This design comes from an exercise in tuning for small area and a short achievable clock period on the open sky130 flow, not from production work. Where RTL was checked, it was by simulation tests only, not by an equivalence proof against the original. The RTL of run 1 was laid out without a check of its function. Power and IR drop assume default switching activity.

==> flow/design.v, too long to show whole: its modules and the start of the top module <==
// module speed_ramp: 2424 lines
// module fa_cell: 7 lines
// module ha_cell: 7 lines
// module slew_sel: 12 lines
// module multi_speed_ctrl: 129 lines
module multi_speed_ctrl
#(
    parameter int NUM_CH      = 6,
    parameter int GP_BITS     = 16,
    parameter int DEADBAND    = 4,
    parameter int RAMP_STEP   = 1000,
    parameter int WDOG_CYCLES = 3000
) (
    input  logic                        clk,
    input  logic                        rst_n,
    input  logic                        avail,
    input  logic [7:0]                  data,
    input  logic [32*NUM_CH-1:0]        max_spd,
    output logic [32*NUM_CH-1:0]        tgt_spd,
    output logic [GP_BITS-1:0]          gp_out,
    output logic [8*NUM_CH+GP_BITS-1:0] latched_data,
    output logic                        frame_ok,
    output logic                        frame_err,
    output logic                        timeout
);
  // ...
==> flow/flow/run.sh <==
#!/bin/bash
set -o pipefail
export BUFFER_PORTS_ARGS="-buffer_cell sky130_fd_sc_hd__buf_2"
bash standard.sh > standard.log 2>&1
==> flow/standard.sh <==
#!/bin/bash
# synth_recipe.tcl (not shown) runs the flow's synth.tcl, then flattens the netlist and writes it again
# the make line also repeats each setting of config.mk as NAME=value (left out here)
make -C /OpenROAD-flow-scripts/flow DESIGN_CONFIG=/design/flow/config.mk WORK_HOME=/design/flow/orfs CLKGATE_MAP_FILE= SYNTH_SCRIPT=/design/flow/synth_recipe.tcl "${@:-finish}"
==> flow/config.mk <==
export PLATFORM = sky130hd
export DESIGN_NAME = multi_speed_ctrl
export DESIGN_NICKNAME = multi_speed_ctrl
export VERILOG_FILES = /design/flow/design.v
export SDC_FILE = /design/flow/constraint.sdc
export NUM_CORES = 4
export LEC_CHECK = 0
export ABC_AREA = 1
export CAP_MARGIN = 5
export CORE_MARGIN = 2
export CORE_UTILIZATION = 40
export CTS_BUF_LIST = sky130_fd_sc_hd__clkbuf_4 sky130_fd_sc_hd__clkbuf_8
export PLACE_DENSITY = 0.8
export SETUP_SLACK_MARGIN = 4.5
export SLEW_MARGIN = 5
export SYNTH_HIERARCHICAL = 1
export SYNTH_MINIMUM_KEEP_SIZE = 0
==> flow/constraint.sdc <==
create_clock -name core_clock -period 8.5 [get_ports {clk}]
set_input_delay 1.7000 -clock core_clock [delete_from_list [all_inputs] [get_ports {clk}]]
set_output_delay 1.7000 -clock core_clock [all_outputs]
set_load 0.01 [all_outputs]
==> metrics.cfg, run 1 <==
[outcome]
outcome=finished clean

[die]
tap_cells=2688
die_w_um=458

[layout]
nMultiInputCombCells=7812
fin_area_um2=90300
biggestCellCategory=multi-input combinational cells
antenna_cells=27
multi_input_area_share_pct=64.4
layout_commonest_cell=nand2_1

[power]
seqPwrFrac_pct=20.0
power_switching_mw=11.4
switching_share_pct=49.7
power_top_consumer=combinational logic

[drt]
wl_per_cell_um=17.8
wl_met1_um=102000
drtAntennaViolNets=0
wirelength_um=241000

[cts]
cts-root-buf=clkbuf_8
postCtsSetupBuffers=12
clock_latency_ns=0.95
clock-sinks=804
cts_resized=58

[grt]
track_usage_pct=22.0
grt-busiest-layer=met2

[yosys]
synth_compound_area_share_pct=10.7
synth_xor_area_share_pct=12.9
synth_simple_gate_area_share_pct=20.4
yosysTopAreaCellShare_pct=17.8

[sta]
whs_ns=0.435
fmax_ghz=0.255

[place]
dp_hpwl_um=183000

[setup_path]
regToRegStartpoint=g_ch[0].u_ramp.tgt_q[0]$_DFF_P_

==> inputs of run 2 (changes only) <==
--- a/flow/design.v
+++ b/flow/design.v
@@ -1687,79 +1687,79 @@
     assign y427 = s_q[25] ^ g394;
     assign y428 = s_q[26] ^ g368;
     assign y429 = s_q[27] ^ g396;
     assign y430 = s_q[28] ^ g356;
     assign y431 = s_q[29] ^ g398;
     assign y432 = s_q[30] ^ g370;
     assign y433 = s_q[31] ^ g400;
     assign s434 = s_q[0] ^ ~tgt_q[0];
-    assign c435 = c_q[0] | (s_q[0] & ~tgt_q[0]);
+    assign c435 = s_q[0] ? ~tgt_q[0] : c_q[0];
     assign s436 = s_q[1] ^ ~tgt_q[1];
-    assign c437 = c_q[1] | (s_q[1] & ~tgt_q[1]);
+    assign c437 = s_q[1] ? ~tgt_q[1] : c_q[1];
     assign s438 = s_q[2] ^ ~tgt_q[2];
-    assign c439 = c_q[2] | (s_q[2] & ~tgt_q[2]);
+    assign c439 = s_q[2] ? ~tgt_q[2] : c_q[2];
     assign s440 = s_q[3] ^ ~tgt_q[3];
-    assign c441 = c_q[3] | (s_q[3] & ~tgt_q[3]);
+    assign c441 = s_q[3] ? ~tgt_q[3] : c_q[3];
     assign s442 = s_q[4] ^ ~tgt_q[4];
-    assign c443 = c_q[4] | (s_q[4] & ~tgt_q[4]);
+    assign c443 = s_q[4] ? ~tgt_q[4] : c_q[4];
     assign s444 = s_q[5] ^ ~tgt_q[5];
-    assign c445 = c_q[5] | (s_q[5] & ~tgt_q[5]);
+    assign c445 = s_q[5] ? ~tgt_q[5] : c_q[5];
     assign s446 = s_q[6] ^ ~tgt_q[6];
-    assign c447 = c_q[6] | (s_q[6] & ~tgt_q[6]);
+    assign c447 = s_q[6] ? ~tgt_q[6] : c_q[6];
     assign s448 = s_q[7] ^ ~tgt_q[7];
-    assign c449 = c_q[7] | (s_q[7] & ~tgt_q[7]);
+    assign c449 = s_q[7] ? ~tgt_q[7] : c_q[7];
     assign s450 = s_q[8] ^ ~tgt_q[8];
-    assign c451 = c_q[8] | (s_q[8] & ~tgt_q[8]);
+    assign c451 = s_q[8] ? ~tgt_q[8] : c_q[8];
     assign s452 = s_q[9] ^ ~tgt_q[9];
-    assign c453 = c_q[9] | (s_q[9] & ~tgt_q[9]);
+    assign c453 = s_q[9] ? ~tgt_q[9] : c_q[9];
     assign s454 = s_q[10] ^ ~tgt_q[10];
-    assign c455 = c_q[10] | (s_q[10] & ~tgt_q[10]);
+    assign c455 = s_q[10] ? ~tgt_q[10] : c_q[10];
     assign s456 = s_q[11] ^ ~tgt_q[11];
-    assign c457 = c_q[11] | (s_q[11] & ~tgt_q[11]);
+    assign c457 = s_q[11] ? ~tgt_q[11] : c_q[11];
     assign s458 = s_q[12] ^ ~tgt_q[12];
-    assign c459 = c_q[12] | (s_q[12] & ~tgt_q[12]);
+    assign c459 = s_q[12] ? ~tgt_q[12] : c_q[12];
     assign s460 = s_q[13] ^ ~tgt_q[13];
-    assign c461 = c_q[13] | (s_q[13] & ~tgt_q[13]);
+    assign c461 = s_q[13] ? ~tgt_q[13] : c_q[13];
     assign s462 = s_q[14] ^ ~tgt_q[14];
-    assign c463 = c_q[14] | (s_q[14] & ~tgt_q[14]);
+    assign c463 = s_q[14] ? ~tgt_q[14] : c_q[14];
     assign s464 = s_q[15] ^ ~tgt_q[15];
-    assign c465 = c_q[15] | (s_q[15] & ~tgt_q[15]);
+    assign c465 = s_q[15] ? ~tgt_q[15] : c_q[15];
     assign s466 = s_q[16] ^ ~tgt_q[16];
-    assign c467 = c_q[16] | (s_q[16] & ~tgt_q[16]);
+    assign c467 = s_q[16] ? ~tgt_q[16] : c_q[16];
     assign s468 = s_q[17] ^ ~tgt_q[17];
-    assign c469 = c_q[17] | (s_q[17] & ~tgt_q[17]);
+    assign c469 = s_q[17] ? ~tgt_q[17] : c_q[17];
     assign s470 = s_q[18] ^ ~tgt_q[18];
-    assign c471 = c_q[18] | (s_q[18] & ~tgt_q[18]);
+    assign c471 = s_q[18] ? ~tgt_q[18] : c_q[18];
     assign s472 = s_q[19] ^ ~tgt_q[19];
-    assign c473 = c_q[19] | (s_q[19] & ~tgt_q[19]);
+    assign c473 = s_q[19] ? ~tgt_q[19] : c_q[19];
     assign s474 = s_q[20] ^ ~tgt_q[20];
-    assign c475 = c_q[20] | (s_q[20] & ~tgt_q[20]);
+    assign c475 = s_q[20] ? ~tgt_q[20] : c_q[20];
     assign s476 = s_q[21] ^ ~tgt_q[21];
-    assign c477 = c_q[21] | (s_q[21] & ~tgt_q[21]);
+    assign c477 = s_q[21] ? ~tgt_q[21] : c_q[21];
     assign s478 = s_q[22] ^ ~tgt_q[22];
-    assign c479 = c_q[22] | (s_q[22] & ~tgt_q[22]);
+    assign c479 = s_q[22] ? ~tgt_q[22] : c_q[22];
     assign s480 = s_q[23] ^ ~tgt_q[23];
-    assign c481 = c_q[23] | (s_q[23] & ~tgt_q[23]);
+    assign c481 = s_q[23] ? ~tgt_q[23] : c_q[23];
     assign s482 = s_q[24] ^ ~tgt_q[24];
-    assign c483 = c_q[24] | (s_q[24] & ~tgt_q[24]);
+    assign c483 = s_q[24] ? ~tgt_q[24] : c_q[24];
     assign s484 = s_q[25] ^ ~tgt_q[25];
-    assign c485 = c_q[25] | (s_q[25] & ~tgt_q[25]);
+    assign c485 = s_q[25] ? ~tgt_q[25] : c_q[25];
     assign s486 = s_q[26] ^ ~tgt_q[26];
-    assign c487 = c_q[26] | (s_q[26] & ~tgt_q[26]);
+    assign c487 = s_q[26] ? ~tgt_q[26] : c_q[26];
     assign s488 = s_q[27] ^ ~tgt_q[27];
-    assign c489 = c_q[27] | (s_q[27] & ~tgt_q[27]);
+    assign c489 = s_q[27] ? ~tgt_q[27] : c_q[27];
     assign s490 = s_q[28] ^ ~tgt_q[28];
-    assign c491 = c_q[28] | (s_q[28] & ~tgt_q[28]);
+    assign c491 = s_q[28] ? ~tgt_q[28] : c_q[28];
     assign s492 = s_q[29] ^ ~tgt_q[29];
-    assign c493 = c_q[29] | (s_q[29] & ~tgt_q[29]);
+    assign c493 = s_q[29] ? ~tgt_q[29] : c_q[29];
     assign s494 = s_q[30] ^ ~tgt_q[30];
-    assign c495 = c_q[30] | (s_q[30] & ~tgt_q[30]);
+    assign c495 = s_q[30] ? ~tgt_q[30] : c_q[30];
     assign s496 = s_q[31] ^ ~tgt_q[31];
-    assign c497 = c_q[31] | (s_q[31] & ~tgt_q[31]);
+    assign c497 = s_q[31] ? ~tgt_q[31] : c_q[31];
     assign s498 = s_q[32] ^ ~tgt_q[31];
     assign c499 = s_q[32] & ~tgt_q[31];
     ha_cell u_s500 (.a(s436), .b(c435), .s(s500), .co(c501));
     ha_cell u_s502 (.a(s438), .b(c437), .s(s502), .co(c503));
     ha_cell u_s504 (.a(s440), .b(c439), .s(s504), .co(c505));
     ha_cell u_s506 (.a(s442), .b(c441), .s(s506), .co(c507));
     ha_cell u_s508 (.a(s444), .b(c443), .s(s508), .co(c509));
     ha_cell u_s510 (.a(s446), .b(c445), .s(s510), .co(c511));
@@ -2435,33 +2435,24 @@
     assign c_d = {1'b0, c286, c284, c282, c280, c278, c276, c274, c272, c270, c268, c266, c264, c262, c260, c258, c256, c254, c252, c250, c248, c246, c244, c242, c240, c238, c236, c234, c232, c230, c228, c226, c224};
     assign lc_d = g221;
     assign cmd = {y433, y432, y431, y430, y429, y428, y427, y426, y425, y424, y423, y422, y421, y420, y419, y418, y417, y416, y415, y414, y413, y412, y411, y410, y409, y408, y407, y406, y405, y404, y403, y402};
     assign e = {y759, y758, y757, y756, y755, y754, y753, y752, y751, y750, y749, y748, y747, y746, y745, y744, y743, y742, y741, y740, y739, y738, y737, y736, y735, y734, y733, y732, y731, y730, y729, y728, y727};
     assign eZ = z760 & z762 & z764 & z766 & z768 & z770 & z772 & z774 & z776 & z778 & z780 & z782 & z784 & z786 & z788 & z790 & z792 & z794 & z796 & z798 & z800 & z802 & z804;
     assign eO = o761 & o763 & o765 & o767 & o769 & o771 & o773 & o775 & o777 & o779 & o781 & o783 & o785 & o787 & o789 & o791 & o793 & o795 & o797 & o799 & o801 & o803 & o805;
     assign up = {u1184, u1183, u1182, u1181, u1180, u1179, u1178, u1177, u1176, u1175, u1174, u1173, u1172, u1171, u1170, u1169, u1168, u1167, u1166, u1165, u1164, y861, y860, y859, y858, y857, y856, y855, y854, y853, y852, tgt_q[0]};
     assign dn = {d1205, d1204, d1203, d1202, d1201, d1200, d1199, d1198, d1197, d1196, d1195, d1194, d1193, d1192, d1191, d1190, d1189, d1188, d1187, d1186, d1185, y911, y910, y909, y908, y907, y906, y905, y904, y903, y902, tgt_q[0]};
-    logic        eHi, eLo;
-    logic [31:0] tgt_d;
-    assign eHi = e[9:0] >= 10'd1000;
-    assign eLo = e[9:0] <= 10'd22;
-    slew_sel #(.W(8)) u_sel0 (.ez(eZ), .eo(eO), .es(e[32]), .hi(eHi), .lo(eLo), .zero(zero_i),
-        .up(up[7:0]), .dn(dn[7:0]), .cmd(cmd[7:0]), .d(tgt_d[7:0]));
-    slew_sel #(.W(8)) u_sel1 (.ez(eZ), .eo(eO), .es(e[32]), .hi(eHi), .lo(eLo), .zero(zero_i),
-        .up(up[15:8]), .dn(dn[15:8]), .cmd(cmd[15:8]), .d(tgt_d[15:8]));
-    slew_sel #(.W(8)) u_sel2 (.ez(eZ), .eo(eO), .es(e[32]), .hi(eHi), .lo(eLo), .zero(zero_i),
-        .up(up[23:16]), .dn(dn[23:16]), .cmd(cmd[23:16]), .d(tgt_d[23:16]));
-    slew_sel #(.W(8)) u_sel3 (.ez(eZ), .eo(eO), .es(e[32]), .hi(eHi), .lo(eLo), .zero(zero_i),
-        .up(up[31:24]), .dn(dn[31:24]), .cmd(cmd[31:24]), .d(tgt_d[31:24]));
+    assign over  = eZ ? (e[9:0] >= 10'd1000) : (~eO & ~e[32]);
+    assign under = eO ? (e[9:0] <= 10'd22)   : (~eZ &  e[32]);
+    assign tgt_nx = over ? up : under ? dn : cmd;
     always_ff @(posedge clk) begin
         s_q   <= s_d;
         c_q   <= c_d;
         lc_q  <= lc_d;
-        tgt_q <= tgt_d;
+        tgt_q <= zero_i ? 32'd0 : tgt_nx;
     end
     assign tgt_spd_o = tgt_q;
 endmodule
 module fa_cell (
     input  logic a, b, ci,
     output logic s, co
 );
     assign s  = a ^ b ^ ci;
@@ -2469,28 +2460,16 @@
 endmodule
 module ha_cell (
     input  logic a, b,
     output logic s, co
 );
     assign s  = a ^ b;
     assign co = a & b;
 endmodule
-module slew_sel #(
-    parameter int W = 8
-) (
-    input  logic         ez, eo, es, hi, lo, zero,
-    input  logic [W-1:0] up, dn, cmd,
-    output logic [W-1:0] d
-);
-    logic over, under;
-    assign over  = ez ? hi : (~eo & ~es);
-    assign under = eo ? lo : (~ez &  es);
-    assign d = zero ? '0 : over ? up : under ? dn : cmd;
-endmodule
 module multi_speed_ctrl
 #(
     parameter int NUM_CH      = 6,
     parameter int GP_BITS     = 16,
     parameter int DEADBAND    = 4,
     parameter int RAMP_STEP   = 1000,
     parameter int WDOG_CYCLES = 3000
 ) (
==> metrics.cfg, run 2 <==
[grt]
grt_first_pass_wirelength_um=371000  ; was 374000 µm
grt_pass1_vias=67599  ; was 68038
grt_max_degree=66  ; was 106
grt.overflow.total=0  ; unchanged
track_usage_pct=22.6  ; was 22.0%
antenna_found_initial=13  ; was 36

[sta]
rsz0062_at_grt=yes  ; unchanged
post-route-min-period_ns=3.89  ; was 3.92 ns
fin_crit_sh_pct=45.8  ; was 46.1%
final_hold_viol_count=0  ; unchanged
tightest_slew_ns=1.22  ; was 1.21 ns
slew_viol_final=0  ; unchanged
setup_ws_ns=4.61  ; was 4.58 ns
setup_tns_ns=0  ; unchanged
setup_viol=0  ; unchanged
maxSlewHeadroom_pct=18.4  ; was 19.6%
finClkSkew_ns=0.0919  ; was 0.0573 ns
fmax_ghz=0.257  ; was 0.255 GHz

[place]
place_congestion=0.992  ; was 0.960
dp_hpwl_um=180000  ; was 183000 µm
placed_area_um2=82800  ; was 85500 µm²
io_buffer_count=477  ; unchanged
dp.cells=13042  ; was 13131
pre_cts_ws_ns=4.17  ; was 3.96 ns

[power]
switching_share_pct=45.5  ; was 49.7%
power_density_nw_per_um2=186  ; was 255 nW/µm²
p_leak_nw=49.7  ; was 51.5 nW
cell_internal_pwr_mw=8.91  ; was 11.6 mW
seqPwrFrac_pct=26.6  ; was 20.0%
p_clk_share_pct=27.6  ; was 19.7%
power_switching_mw=7.43  ; was 11.4 mW
total_power_mw=16.3  ; was 23.0 mW
ir_drop_v=0.000184  ; was 0.000233 V
p_comb_share_pct=45.7  ; was 60.3%

[setup_path]
cp_slowest_cell=nor2_2  ; was dfxtp_4
ff2ff_path_depth=14  ; was 22
crit_path_max_incr_delay_ns=0.70  ; was 0.36 ns
cp.arrival_ns=4.69  ; was 2.22 ns
cp_max_fo=16  ; was 8
r2r-end=g_ch[3].u_ramp.tgt_q[4]$_SDFF_PP0_  ; was g_ch[0].u_ramp.tgt_q[7]$_DFF_P_
rrSetupSlack_ns=4.61  ; was 4.66 ns
regToRegStartpoint=g_ch[3].u_ramp.s_q[26]$_DFF_P_  ; was g_ch[0].u_ramp.tgt_q[0]$_DFF_P_
crit_buf_inv=1  ; was 3
crit_type=reg -> reg  ; was reg -> out
startpoint_type=flop  ; unchanged
critical_path_depth=14  ; was 6
required_ns=9.30  ; was 6.80 ns
critPathTopFamily=simple AND/OR/NAND/NOR gates  ; was buffers and inverters
crit_chain=inv_1 -> o21ai_0 -> ha_1 -> ha_1 -> and3_1 -> and2_1 -> nand4_1 -> nor2_4 -> nand3_2 -> nand3_4 -> nand2_8 -> nor2_2 -> nand2_1 -> a31oi_1  ; was nor2_4 -> buf_12 -> clkbuf_16 -> nand2_1 -> nand2_2 -> buf_4
critPathCaptureType=flop  ; was output port
cpMostUsedCell=ha_1

[yosys]
yosysTopAreaCellShare_pct=18.3  ; was 17.8%
synth_edf_count=68  ; unchanged
synthCells=10479  ; was 10456
synth_area_um2=80300  ; was 82600 µm²
synth_ff_type=dfxtp_1  ; unchanged
async_reset_ff_share_pct=0  ; unchanged
synth_common_cells=nand2_1, inv_1, xor2_1  ; was nand2_1, inv_1, ha_1
yosysMostFrequentCell=nand2_1  ; unchanged
ys_ff_latch=804  ; unchanged
ys_seq_area_share_pct=20.9  ; was 20.3%
synth_cell_types=54  ; was 53
synth_top_area_cell=dfxtp_1  ; unchanged
synth.area.top_cells=dfxtp_1, ha_1, xor2_1, nand2_1, fa_1  ; was dfxtp_1, ha_1, xor2_1, fa_1, nand2_1
synth.avg_cell_area_um2=7.66  ; was 7.90 µm²
yosysWarningCount=8  ; unchanged
synth_nets=11966  ; was 12135

[cts]
cts_tree=built  ; unchanged
cts-root-buf=clkbuf_8  ; unchanged
clock_latency_ns=0.94  ; was 0.95 ns
cts-buffers-inserted=157  ; was 155
clock-sinks=804  ; unchanged
htreeDepth=4  ; unchanged
clk_path_buf_depth=3  ; unchanged
cts.reportedPaths.clkPinSlew_ns=0.06  ; about the same

[min_path]
holdPathStages=0  ; unchanged
hp-class=reg -> reg  ; unchanged
min_to=shift_q[47]$_DFFE_PP_  ; was shift_q[12]$_DFFE_PP_
hp-start=shift_q[43]$_DFFE_PP_  ; was shift_q[8]$_DFFE_PP_

[layout]
drive_above_1_share_pct=11.1  ; was 14.7%
layout_commonest_cell=nand2_1  ; unchanged
layout_common_cells=nand2_1, inv_1, xor2_1  ; was nand2_1, inv_1, ha_1
fin_nets=12098  ; was 12328
area_delta_synth_final_pct=9.40  ; was 9.35%
fin_area_um2=87900  ; was 90300 µm²
reg_top3=g_ch.u_ramp.c_q (192), g_ch.u_ramp.s_q (192), g_ch.u_ramp.tgt_q (192)  ; unchanged
fillers=19423  ; was 19740
final_cells=13402  ; was 13493

[drt]
wl_per_cell_um=18.0  ; was 17.8 µm
vias=71310  ; was 72305
via_per_inst=5.32  ; was 5.36
first_pass_iters=7  ; was 6
wirelength_um=242000  ; was 241000 µm
drc=0  ; unchanged
drtAntennaViolNets=0  ; unchanged
drtIter0Drc=6282  ; was 6814

[die]
die_y_um=452  ; was 458 µm
die_w_um=452  ; was 458 µm
die_area_um2=204000  ; was 210000 µm²
core.rowCount=164  ; was 166
start_util_pct=40.2  ; was 40.3%
core_region_area_um2=200000  ; was 205000 µm²
io_pins=478  ; unchanged

[outcome]
outcome=finished clean  ; unchanged

[job]
drv_cap=0  ; unchanged

run 2: worst register-to-register path: cells and delay by family (launching register included):
family | cells | cell delay [ns]
AO/OA/AOI/OAI | 2 | 0.63
adder cells (fa/ha/maj) | 2 | 0.70
buffers and inverters | 1 | 0.10
flip-flops | 1 | 0.37
AND/OR/NAND/NOR | 9 | 2.00
run 2: layout make-up:
class                      count  area, µm²  share of cell area (%)
sequential                   804      16800                    19.1
antenna                       10       25.0                  0.0285
tap                         2656       3320                    3.78
inverter                    1252       4720                    5.37
multi-input combinational   7850      56100                    63.8
clock buffer                 207       2670                    3.04
clock inverter                77        900                    1.02
timing repair buffer         546       3320                    3.77
run 2: layer usage:
layer | routed length, µm | vias up | share of wire, % | global-route usage [%]
li1 | - | 34413 | - | -
met4 | 18500 | 6 | 7.7 | 15.3
met3 | 16200 | 706 | 6.7 | 3.30
met1 | 97800 | 33234 | 40 | 27.8
met2 | 109000 | 2951 | 45 | 36.4
met5 | 38 | - | 0.016 | 0
run 2: worst max path at each step:
stage                                                     from                                    end  slack, ns
final                           g_ch[3].u_ramp.s_q[26]$_DFF_P_     g_ch[3].u_ramp.tgt_q[4]$_SDFF_PP0_       4.61
after global routing      g_ch[2].u_ramp.tgt_q[0]$_SDFFE_PP0P_  g_ch[2].u_ramp.tgt_q[18]$_SDFFE_PP0P_       4.45
after CTS                                 frameOk_q$_SDFF_PN0_                       latched_data[52]       4.42
after detailed placement                               data[0]          g_ch[5].booth_q[5]$_SDFF_PP0_       4.17
after global placement                                 data[0]          g_ch[5].booth_q[5]$_SDFF_PP0_       4.23
after floorplan                                        data[1]                   shift_q[0]$_DFFE_PP_       4.69
run 2: cells by family (layout without fill, tap and decap cells):
family	Yosys count	in the layout	synth area share, %
DFF	804	804	20.9
AOI/OAI and AO/OA	1574	1574	11.4
buffers and inverters	1837	2082	10.0
muxes	12	12	0.150
adders and majority gates	1284	1284	23.5
and+or+nand+nor	3644	3656	19.6
other	0	10	0
xor gates and xnor gates	1324	1324	14.4
run 2: modules after synthesis (local to each module, per instance):
module | times used | cells | area, µm² | flip-flops and latches
fa_cell | 372 | 1 | 20.0 | 0
ha_cell | 600 | 1 | 12.5 | 0
speed_ramp | 6 | 1396 | 9280 | 97
multi_speed_ctrl | 1 | 1131 | 9670 | 222
run 2: power groups by stage:
stage | Clock [mW] | Sequential, mW | Combinational (mW)
after detailed placement | 0 | 4.43 | 6.91
after global placement | 0 | 4.42 | 6.81
after global routing | 4.79 | 4.38 | 8.35
after CTS | 4.64 | 4.35 | 6.99
final | 4.51 | 4.35 | 7.48
after floorplan | 0 | 4.27 | 5.80
run 2: repair_timing:
action | in CTS | in global routing
hold buffers | 0 | 0
endpoints found under the setup margin | 187 | 224
resized for setup | 117 | 76
gates cloned | 5 | 12
setup buffers | 22 | 27
pin swaps | 11 | 27
run 2: stage by stage:
step / hold slack, ns / utilization [%]
2_1_floorplan: 0.427 / -
3_3_place_gp: 0.432 / 41.5
3_5_place_dp: 0.432 / 41.5
4_1_cts: 0.436 / 43.7
5_1_grt: 0.454 / 44.0
6_report: 0.441 / 44.0
==> inputs of run 3 (changes only) <==
--- a/flow/config.mk
+++ b/flow/config.mk
@@ -10,5 +10,5 @@
 export CORE_MARGIN = 2
-export CORE_UTILIZATION = 40
+export CORE_UTILIZATION = 55
 export CTS_BUF_LIST = sky130_fd_sc_hd__clkbuf_4 sky130_fd_sc_hd__clkbuf_8
-export PLACE_DENSITY = 0.8
+export PLACE_DENSITY = 0.9
 export SETUP_SLACK_MARGIN = 4.5
@@ -17 +17,2 @@
 export SYNTH_MINIMUM_KEEP_SIZE = 0
+export TNS_END_PERCENT = 25
==> metrics.cfg, run 3 <==
[outcome]
outcome=finished clean  ; unchanged

[layout]
drive_above_1_share_pct=10.2  ; was 11.1%
final_util_pct=59.1  ; was 44.0%
layout_commonest_cell=nand2_1  ; unchanged
layout_common_cells=nand2_1, inv_1, xor2_1  ; unchanged
area_delta_synth_final_pct=7.04  ; was 9.40%
reg_top3=g_ch.u_ramp.c_q (192), g_ch.u_ramp.s_q (192), g_ch.u_ramp.tgt_q (192)  ; unchanged
fin_area_um2=86000  ; was 87900 µm²
fin_nets=12046  ; was 12098

[setup_path]
cp_max_fo=15  ; was 16
crit_type=reg -> out  ; was reg -> reg
startpoint_type=flop  ; unchanged
regToRegStartpoint=g_ch[5].u_ramp.s_q[5]$_DFF_P_  ; was g_ch[3].u_ramp.s_q[26]$_DFF_P_
cp_slowest_cell=dfxtp_4  ; was nor2_2
critPathCaptureType=output port  ; was flop
crit_chain=buf_4 -> buf_12 -> a22oi_4 -> inv_1 -> buf_2  ; was inv_1 -> o21ai_0 -> ha_1 -> ha_1 -> and3_1 -> and2_1 -> nand4_1 -> nor2_4 -> nand3_2 -> nand3_4 -> nand2_8 -> nor2_2 -> nand2_1 -> a31oi_1
crit_path_max_incr_delay_ns=0.35  ; was 0.70 ns
cp.arrival_ns=2.31  ; was 4.69 ns
required_ns=6.80  ; was 9.30 ns
critPathLaunch=frameOk_q$_SDFF_PN0_  ; was g_ch[3].u_ramp.s_q[26]$_DFF_P_

[sta]
finClkSkew_ns=0.0481  ; was 0.0919 ns
fmax_ghz=0.249  ; was 0.257 GHz
setup_tns_ns=0  ; unchanged
fin_crit_sh_pct=47.2  ; was 45.8%
setup_viol=0  ; unchanged
maxSlewHeadroom_pct=18.6  ; was 18.4%
post-route-min-period_ns=4.01  ; was 3.89 ns
tightest_slew_ns=1.22  ; about the same
slew_viol_final=0  ; unchanged
rsz0062_at_grt=yes  ; unchanged
final_hold_viol_count=0  ; unchanged
whs_ns=0.447  ; was 0.441 ns

[yosys]
synth_area_um2=80300  ; unchanged
async_reset_ff_share_pct=0  ; unchanged
synth_ff_type=dfxtp_1  ; unchanged
synth.area.top_cells=dfxtp_1, ha_1, xor2_1, nand2_1, fa_1  ; unchanged
synth_common_cells=nand2_1, inv_1, xor2_1  ; unchanged
ys_seq_area_share_pct=20.9  ; unchanged
synth_cell_types=54  ; unchanged
synth.avg_cell_area_um2=7.66  ; unchanged
yosysMostFrequentCell=nand2_1  ; unchanged
synthCells=10479  ; unchanged
ys_ff_latch=804  ; unchanged
yosysWarningCount=8  ; unchanged
synth_top_area_cell=dfxtp_1  ; unchanged
synth_nets=11966  ; unchanged
synth_edf_count=68  ; unchanged
yosysTopAreaCellShare_pct=18.3  ; unchanged

[cts]
clock_latency_ns=0.89  ; was 0.94 ns
cts-root-buf=clkbuf_8  ; unchanged
cts_tree=built  ; unchanged
cts.reportedPaths.clkPinSlew_ns=0.06  ; about the same
clock-sinks=804  ; unchanged
cts-buffers-inserted=150  ; was 157
hold_buffers=0  ; unchanged
clk_path_buf_depth=3  ; unchanged
htreeDepth=4  ; unchanged

[drt]
drtIter0Drc=7143  ; was 6282
first_pass_iters=11  ; was 7
wl_per_cell_um=19.3  ; was 18.0 µm
wirelength_um=243000  ; was 242000 µm
drc=0  ; unchanged
vias=73022  ; was 71310
drtAntennaViolNets=0  ; unchanged
via_per_inst=5.79  ; was 5.32

[min_path]
hp-start=shift_q[33]$_DFFE_PP_  ; was shift_q[43]$_DFFE_PP_
hp-class=reg -> reg  ; unchanged

[power]
ir_drop_v=0.000137  ; was 0.000184 V
total_power_mw=16.2  ; was 16.3 mW
power_density_nw_per_um2=188  ; was 186 nW/µm²
p_leak_nw=49.3  ; was 49.7 nW

[place]
dp_hpwl_um=182000  ; was 180000 µm
placed_area_um2=81900  ; was 82800 µm²
place_congestion=1.02  ; was 0.992
io_buffer_count=477  ; unchanged

[grt]
grt_first_pass_wirelength_um=377000  ; was 371000 µm
grt_max_degree=57  ; was 66
grt.overflow.total=0  ; unchanged
track_usage_pct=31.4  ; was 22.6%
grt_pass1_vias=71016  ; was 67599
antenna_found_initial=11  ; was 13

[die]
io_pins=478  ; unchanged
start_util_pct=55.2  ; was 40.2%
core.rowCount=140  ; was 164
die_y_um=386  ; was 452 µm
die_area_um2=149000  ; was 204000 µm²
core_region_area_um2=145000  ; was 200000 µm²
die_w_um=386  ; was 452 µm

[job]
drv_cap=0  ; unchanged

## run 3: final timing paths
check	to	slack (ns)	cells after the start
setup reg to reg	g_ch[5].u_ramp.tgt_q[11]$_SDFFE_PP0P_	4.50	21
hold / removal	shift_q[37]$_DFFE_PP_	0.45	0
hold reg to reg	shift_q[37]$_DFFE_PP_	0.45	0
setup / recovery	latched_data[55]	4.49	5
## run 3: power by group
| part | leakage [nW] | internal, mW | switching, mW | total [mW] |
|---|---|---|---|---|
| sequential | 6.57 | 4.00 | 0.363 | 4.36 |
| clock | 1.81 | 2.53 | 1.86 | 4.39 |
| combinational | 40.9 | 2.34 | 5.09 | 7.44 |
## run 3: final cells by class
class	count	area [µm²]
antenna	7	17.5
clock buffer	207	2730
clock inverter	68	764
fill	12705	59400
inverter	1252	4710
multi-input combinational	7845	55800
sequential	804	16800
tap	1917	2400
timing repair buffer	506	2780
## run 3: Yosys stat by module, one instance, submodules excluded
module	area [µm²]	cells inside
ha_cell	12.5	1
multi_speed_ctrl	9670	1131
speed_ramp	9280	1396
fa_cell	20.0	1
## run 3: cell families (layout without fill, tap and decap cells)
group	count (synthesis)	count (layout)	share of synthesized area, %
AND/OR/NAND/NOR	3644	3651	19.6
XOR/XNOR	1324	1324	14.4
other	0	7	0
multiplexers	12	12	0.150
adder cells (fa/ha/maj)	1284	1284	23.5
flip-flops	804	804	20.9
buffers and inverters	1837	2033	10.0
AO/OA/AOI/OAI	1574	1574	11.4
## run 3: repair_timing
| item | in CTS | in global routing |
|---|---|---|
| resized for setup | 35 | 28 |
| endpoints found under the setup margin | 178 | 226 |
| buffers inserted | 12 | 3 |
| gates cloned | 2 | 7 |
| pin swaps | 7 | 7 |
## run 3: layer usage
| metal | GRT usage, % | vias up | share of wire, % |
|---|---|---|---|
| met5 | 0 | - | 0.020 |
| met4 | 15.4 | 8 | 5.3 |
| met3 | 7.30 | 775 | 9.7 |
| met2 | 51.0 | 3664 | 45 |
| met1 | 39.3 | 34269 | 40 |
| li1 | - | 34306 | - |
## run 3: per-stage QoR
| step | setup WS (ns) | std cells |
|---|---|---|
| final | 4.49 | 12606 |
| after global routing | 4.29 | 12604 |
| after CTS | 4.33 | 12589 |
| after detailed placement | 4.23 | 12300 |
| after global placement | 4.29 | 12300 |
| after floorplan | 4.69 | 10479 |
## run 3: critical path, delay by kind of cell, from the launching register on
family | cells | cell delay [ns]
buf+inv | 4 | 0.74
compound gates | 1 | 0.32
flops | 1 | 0.35
==> inputs of run 4 (changes only) <==
--- a/flow/config.mk
+++ b/flow/config.mk
@@ -12,3 +12,3 @@
 export CTS_BUF_LIST = sky130_fd_sc_hd__clkbuf_4 sky130_fd_sc_hd__clkbuf_8
-export PLACE_DENSITY = 0.9
+export PLACE_DENSITY = 0.8
 export SETUP_SLACK_MARGIN = 4.5
==> metrics.cfg, run 4 <==
[drt]
first_pass_iters=8  ; was 11
drc=0  ; unchanged
wl_met2_um=108000  ; was 110000 µm
wl_met3_um=19000  ; was 23600 µm
wirelength_um=237000  ; was 243000 µm
via_per_inst=5.69  ; was 5.79
vias=71787  ; was 73022
maxUsedRoutingLayer=met5  ; unchanged
drtIter0Drc=6962  ; was 7143
wl_met1_um=98500  ; was 96600 µm
drtAntennaViolNets=0  ; unchanged
wl_per_cell_um=18.8  ; was 19.3 µm

[die]
die_w_um=386  ; unchanged
core.rowCount=140  ; unchanged
core_region_area_um2=145000  ; unchanged
start_util_pct=55.2  ; unchanged
die_y_um=386  ; unchanged
die_area_um2=149000  ; unchanged
io_pins=478  ; unchanged

[setup_path]
critPathCaptureType=output port  ; unchanged
cpMostUsedCell=nand2_1
cp_max_fo=29  ; was 15
critPathTopFamily=buffers and inverters  ; unchanged
crit_type=reg -> out  ; unchanged
cp.arrival_ns=2.21  ; was 2.31 ns
required_ns=6.80  ; about the same
crit_buf_inv=2  ; was 4
crit_path_max_incr_delay_ns=0.36  ; was 0.35 ns
crit_chain=nor2_4 -> buf_12 -> nand2_1 -> nand2_1 -> buf_2  ; was buf_4 -> buf_12 -> a22oi_4 -> inv_1 -> buf_2
startpoint_type=flop  ; unchanged
cp_slowest_cell=dfxtp_4  ; unchanged

[yosys]
synth_common_cells=nand2_1, inv_1, xor2_1  ; unchanged
synth_top_area_cell=dfxtp_1  ; unchanged
async_reset_ff_share_pct=0  ; unchanged
synth_compound_area_share_pct=11.4  ; unchanged
synth_ff_type=dfxtp_1  ; unchanged
synthCells=10479  ; unchanged
synth_simple_gate_area_share_pct=19.6  ; unchanged
yosysTopAreaCellShare_pct=18.3  ; unchanged
synth_area_um2=80300  ; unchanged
synth_edf_count=68  ; unchanged
synth_fa_ha_area_share_pct=23.5  ; unchanged
ys_ff_latch=804  ; unchanged
synth.area.top_cells=dfxtp_1, ha_1, xor2_1, nand2_1, fa_1  ; unchanged
synth_top_family_by_area=adder cells  ; unchanged
ys_seq_area_share_pct=20.9  ; unchanged
synth.avg_cell_area_um2=7.66  ; unchanged
yosysMostFrequentCell=nand2_1  ; unchanged
yosysWarningCount=8  ; unchanged
synth_xor_area_share_pct=14.4  ; unchanged
synth_mux_area_share_pct=0.150  ; unchanged
synth_nets=11966  ; unchanged
synth_cell_types=54  ; unchanged

[cts]
clock_latency_ns=0.89  ; about the same
cts.reportedPaths.clkPinSlew_ns=0.06  ; about the same
htreeDepth=4  ; unchanged
clock-sinks=804  ; unchanged
cts_tree=built  ; unchanged
clk_path_buf_depth=3  ; unchanged
cts-buffers-inserted=153  ; was 150
cts-root-buf=clkbuf_8  ; unchanged
hold_buffers=0  ; unchanged

[power]
seqPwrFrac_pct=26.9  ; about the same
total_power_mw=16.2  ; about the same
p_comb_share_pct=46.5  ; was 45.9%
cell_internal_pwr_mw=8.80  ; was 8.87 mW
switching_share_pct=45.7  ; was 45.2%
ir_drop_v=0.000294  ; was 0.000137 V
p_leak_nw=49.3  ; about the same
power_density_nw_per_um2=188  ; about the same
p_clk_share_pct=26.6  ; was 27.1%
power_switching_mw=7.40  ; was 7.32 mW

[layout]
layout_common_cells=nand2_1, inv_1, xor2_1  ; unchanged
area_delta_synth_final_pct=7.03  ; was 7.04%
final_cells=12622  ; was 12606
fin_nets=12053  ; was 12046
multi_input_area_um2=55800  ; about the same
ff_latch_area_um2=16800  ; about the same
final_util_pct=59.1  ; about the same
drive_above_1_share_pct=10.4  ; was 10.2%
reg_top3=g_ch.u_ramp.c_q (192), g_ch.u_ramp.s_q (192), g_ch.u_ramp.tgt_q (192)  ; unchanged
fillers=13147  ; was 12705
fin_area_um2=86000  ; about the same
layout_commonest_cell=nand2_1  ; unchanged

[place]
place_congestion=1.01  ; was 1.02
io_buffer_count=477  ; unchanged
dp_hpwl_um=178000  ; was 182000 µm
dp.cells=12298  ; was 12300
placed_area_um2=81900  ; about the same
pre_cts_ws_ns=4.04  ; was 4.23 ns

[sta]
finClkSkew_ns=0.0718  ; was 0.0481 ns
whs_ns=0.449  ; was 0.447 ns
setup_tns_ns=0  ; unchanged
slew_viol_final=0  ; unchanged
rsz0062_at_grt=yes  ; unchanged
maxSlewHeadroom_pct=21.6  ; was 18.6%
fin_crit_sh_pct=46.1  ; was 47.2%
tightest_slew_ns=1.17  ; was 1.22 ns
setup_ws_ns=4.59  ; was 4.49 ns
setup_viol=0  ; unchanged
post-route-min-period_ns=3.91  ; was 4.01 ns
final_hold_viol_count=0  ; unchanged
fmax_ghz=0.255  ; was 0.249 GHz

[min_path]
hp-class=reg -> reg  ; unchanged

[grt]
track_usage_pct=30.6  ; was 31.4%
grt_pass1_vias=68633  ; was 71016
grt_first_pass_wirelength_um=367000  ; was 377000 µm
grt_max_degree=66  ; was 57
grt.overflow.total=0  ; unchanged
antenna_found_initial=13  ; was 11

[outcome]
outcome=finished clean  ; unchanged

[job]
drv_cap=0  ; unchanged

## run 4: changes by cell type in the layout (fill, tap and decap cells not counted), sizes merged, moves of 2 or more
cell and delta:
buf +2, bufinv -7, clkbuf +22, clkinvlp -6
diode +4
## run 4: repair_timing
item | 4_1_cts | 5_1_grt
cloned | 3 | 8
pin swaps | 3 | 12
buffers inserted | 11 | 8
setup endpoints to repair | 190 | 219
gates resized for setup | 18 | 37
## run 4: layout make-up
cell class	instances	area share [%]
inverter	1252	5.48
tap	1917	2.79
clock buffer	228	3.38
clock inverter	55	0.638
antenna	11	0.0320
timing repair buffer	508	3.19
multi-input combinational	7847	64.9
sequential	804	19.6
## run 4: worst paths after layout
kind | from | to | slack (ns) | depth (start not counted)
hold reg to reg | shift_q[40]$_DFFE_PP_ | shift_q[44]$_DFFE_PP_ | 0.45 | 0
setup reg to reg | g_ch[3].u_ramp.s_q[0]$_DFF_P_ | g_ch[3].u_ramp.tgt_q[31]$_SDFFE_PP0P_ | 4.69 | 25
setup / recovery | frameOk_q$_SDFF_PN0_ | latched_data[49] | 4.59 | 5
hold / removal | shift_q[40]$_DFFE_PP_ | shift_q[44]$_DFFE_PP_ | 0.45 | 0
## run 4: cell families after synthesis
logic type	Yosys count
buffers and inverters	1837
adder cells (fa/ha/maj)	1284
multiplexers	12
AND/OR/NAND/NOR	3644
AO/OA/AOI/OAI	1574
flip-flops	804
XOR/XNOR	1324
## run 4: modules after synthesis (local to each module, per instance)
module / flip-flops and latches / copies in the design / cells
fa_cell: 0 / 372 / 1
ha_cell: 0 / 600 / 1
multi_speed_ctrl: 222 / 1 / 1131
speed_ramp: 97 / 6 / 1396
## run 4: power groups by stage
stage / Combinational [mW] / Sequential (mW) / Clock (mW)
6_report: 7.53 / 4.36 / 4.30
5_1_grt: 8.34 / 4.38 / 4.56
4_1_cts: 7.07 / 4.35 / 4.40
3_5_place_dp: 6.97 / 4.43 / 0
3_3_place_gp: 6.79 / 4.42 / 0
2_1_floorplan: 5.80 / 4.27 / 0
## run 4: per-layer routing
| layer | track usage [%] | up-vias |
|---|---|---|
| met1 | 39.3 | 33749 |
| met2 | 49.6 | 3045 |
| met5 | 0 | - |
| met3 | 5.64 | 660 |
| met4 | 14.3 | 10 |
| li1 | - | 34323 |

==> static timing again, ports no longer ideal <==
The results above use ideal ports. As a check the final layouts listed here were re-extracted and re-timed, cells and wires unchanged. Step 1 assumes that a clkbuf_16 drives the clock port and a buf_2 every other input. Step 2 moves the port delays by t, midway between the first and last clock arrival at a register: inputs arrive t later, outputs are due t later. That takes back most of the time a late clock gives input paths. Three values: ideal ports, drivers, drivers and shift; two values: the first two.
| run | t, ns | setup slack, ns | cell pins on the clock port's net |
|---|---|---|---|
| run 1 | 0.994 | 4.583 / 4.498 / 3.990 | 1 |
| run 2 | 0.974 | 4.606 / 4.533 / 3.935 | 1 |
| run 3 | 0.943 | 4.485 / 4.411 / 4.222 | 1 |
| run 4 | 0.932 | 4.585 / 4.507 / 4.009 | 1 |
After both steps every run listed still meets setup and hold. For run 2, which loses most, drivers alone change the setup slack by -0.073 ns; drivers and shift together by -0.671 ns.
